This is an optimization exercise on Yosys and OpenROAD, whose aim is small area and a short achievable clock period, not a production implementation.
RTL that was checked went through simulation tests only; none was proved equivalent to the original.
No activity file was given, so power comes from the tool's default toggle rates.

## the previous run
==> flow/design.v (excerpt) <==
module viterbi_tx_rx (
  input  logic clk,
  input  logic rst,
  input  logic encoder_i,
  input  logic enable_encoder_i,
  input  logic [1:0] chan_err_i,
  output logic decoder_o
);
export LEC_CHECK = 0
export CAP_MARGIN = 20
export CORE_MARGIN = 2
export CORE_UTILIZATION = 60
export CTS_CLUSTER_DIAMETER = 100
export CTS_CLUSTER_SIZE = 30
export SLEW_MARGIN = 20
create_clock -name core_clock -period 12.0 [get_ports {clk}]
run.sh (not shown) runs the stock make flow with config.mk's settings and CLKGATE_MAP_FILE= SYNTH_SCRIPT=/design/flow/synth_recipe.tcl, a recipe that flattens the netlist after the stock synthesis.
Edits applied to the flow inputs when going from the previous run to the current run:
-- flow/design.v --
<<< the previous run, line 19
    err_q  <= chan_err_i;
  end
  logic [1:0] enc_s_q, r_q, sym_n;
  logic [6:0] cnt_q;      
  logic [5:0] pfx_q;      
  logic       wrap;
  assign wrap  = (cnt_q == 7'd99);
  assign sym_n = {u_q ^ enc_s_q[1] ^ enc_s_q[0], u_q ^ enc_s_q[0]} ^ err_q;
  always_ff @(posedge clk) begin
    if (rst_q) begin
      enc_s_q <= '0;
      r_q     <= '0;
      cnt_q   <= '0;
      pfx_q   <= '0;
    end else if (en_q) begin
      enc_s_q <= {u_q, enc_s_q[1]};
      r_q     <= {sym_n[1] ^ (cnt_q == 7'd98), sym_n[0]};
      cnt_q   <= wrap ? 7'd0 : cnt_q + 7'd1;
      if (wrap && pfx_q != 6'd42) pfx_q <= pfx_q + 6'd1;
    end
  end
>>> the current run, line 19
    err_q  <= chan_err_i;
  end
  logic [1:0] enc_s_q, sym_q;
  logic [6:0] cnt_q;      
  logic [5:0] pfx_q;      
  logic       flip;
  logic [1:0] r;
  assign flip = (cnt_q == 7'd99);
  assign r    = {sym_q[1] ^ flip, sym_q[0]};
  always_ff @(posedge clk) begin
    if (rst_q) begin
      enc_s_q <= '0;
      sym_q   <= '0;
      cnt_q   <= '0;
      pfx_q   <= '0;
    end else if (en_q) begin
      enc_s_q <= {u_q, enc_s_q[1]};
      sym_q   <= {u_q ^ enc_s_q[1] ^ enc_s_q[0], u_q ^ enc_s_q[0]} ^ err_q;
      cnt_q   <= flip ? 7'd0 : cnt_q + 7'd1;
      if (flip && pfx_q != 6'd42) pfx_q <= pfx_q + 6'd1;
    end
  end
<<< the previous run, line 44
    st_n = '0;
    sel  = '0;
    case ({st_q, r_q})
      8'd0: begin st_n = 6'd1; sel = 4'b0000; end   
      8'd1: begin st_n = 6'd2; sel = 4'b0010; end   
>>> the current run, line 45
    st_n = '0;
    sel  = '0;
    case ({st_q, r})
      8'd0: begin st_n = 6'd1; sel = 4'b0000; end   
      8'd1: begin st_n = 6'd2; sel = 4'b0010; end   
<<< the previous run, line 252
    else if (en_q) st_q <= st_n;
  end
  logic [3:0][TB_DEPTH-1:0] path;
  logic [3:0][TB_DEPTH-1:2] path_q, path_d;
  for (genvar gi = 0; gi < 4; gi++) begin : g_path
    localparam int S1 = gi % 2;
    localparam int U  = gi / 2;
    logic [TB_DEPTH-1:0] win;
    assign path[gi]   = {path_q[gi], 1'(S1), 1'(U)};
    assign win        = sel[gi] ? path[2 * S1 + 1] : path[2 * S1];
    assign path_d[gi] = (win[TB_DEPTH-2:1] & {(TB_DEPTH-2){en_q}}) |
                        (path_q[gi] & {(TB_DEPTH-2){hold_q}});
  end
  always_ff @(posedge clk) path_q <= path_d;
  logic          dec_bit;
  logic [PL-1:0] dl_q, dl_d;
  assign dec_bit = path[best][TB_DEPTH-1];
  assign dl_d    = ({dl_q[PL-2:0], dec_bit} & {PL{en_q}}) | (dl_q & {PL{hold_q}});
  always_ff @(posedge clk) dl_q <= dl_d;
>>> the current run, line 253
    else if (en_q) st_q <= st_n;
  end
  logic [3:0][TB_DEPTH-1:0] path_q, path_n, path_d;
  for (genvar gi = 0; gi < 4; gi++) begin : g_path
    localparam int S1 = gi % 2;
    localparam int U  = gi / 2;
    logic [TB_DEPTH-1:0] win;
    assign win        = sel[gi] ? path_q[2 * S1 + 1] : path_q[2 * S1];
    assign path_n[gi] = {win[TB_DEPTH-2:0], 1'(U)};
    assign path_d[gi] = (path_n[gi] & {TB_DEPTH{en_q}}) | (path_q[gi] & {TB_DEPTH{hold_q}});
  end
  always_ff @(posedge clk) path_q <= path_d;
  logic          dec_bit;
  logic [PL-1:0] dl_q, dl_d;
  assign dec_bit = path_q[best][TB_DEPTH-1];
  assign dl_d    = ({dl_q[PL-2:0], dec_bit} & {PL{en_q}}) | (dl_q & {PL{hold_q}});
  always_ff @(posedge clk) dl_q <= dl_d;
--- outcome ---
The count of mapped cells out of synthesis of the current run and that of the previous run are within noise of each other.
Per the comparison of the current run with the previous run, die footprint did not really move; fraction of the mapped netlist area in compound gates did not really move.
On power, the current run does worse than the previous run.
Share of the cycle needed by the critical path after routing: the current run vs the previous run down 9.0 points
Between the previous run and the current run, the difference in register bit count reported by yosys is negligible.
Between the previous run and the current run, the difference in final area is negligible.
Only the layout flow was run in the previous run; the RTL was not checked for function there.

-- port drivers added, routing unchanged --
The flow's constraints put no driver on any port. The routed layouts listed below were extracted and timed again, unchanged, in two steps.
Step 1, drivers: a clkbuf_16 drives clk and a buf_2 each remaining input, both assumed.
Step 2 times the ports against the registers' clock, not the clock port: input delays grow and output delays shrink by t, the midpoint of the rising clock arrivals with the driver on.
Three values: ideal, step 1, step 2; two values: the first two.
run | shift t [ns] | slack for setup (ns) | worst setup path at the end | worst data-port slew with drivers (ns)
the previous run | 0.906 | 6.357 / 6.357 / 6.357 | register to register | 0.05
the current run | 0.909 | 7.440 / 7.440 / 7.440 | register to register | 0.05
After both steps setup and hold are still met in every run listed.
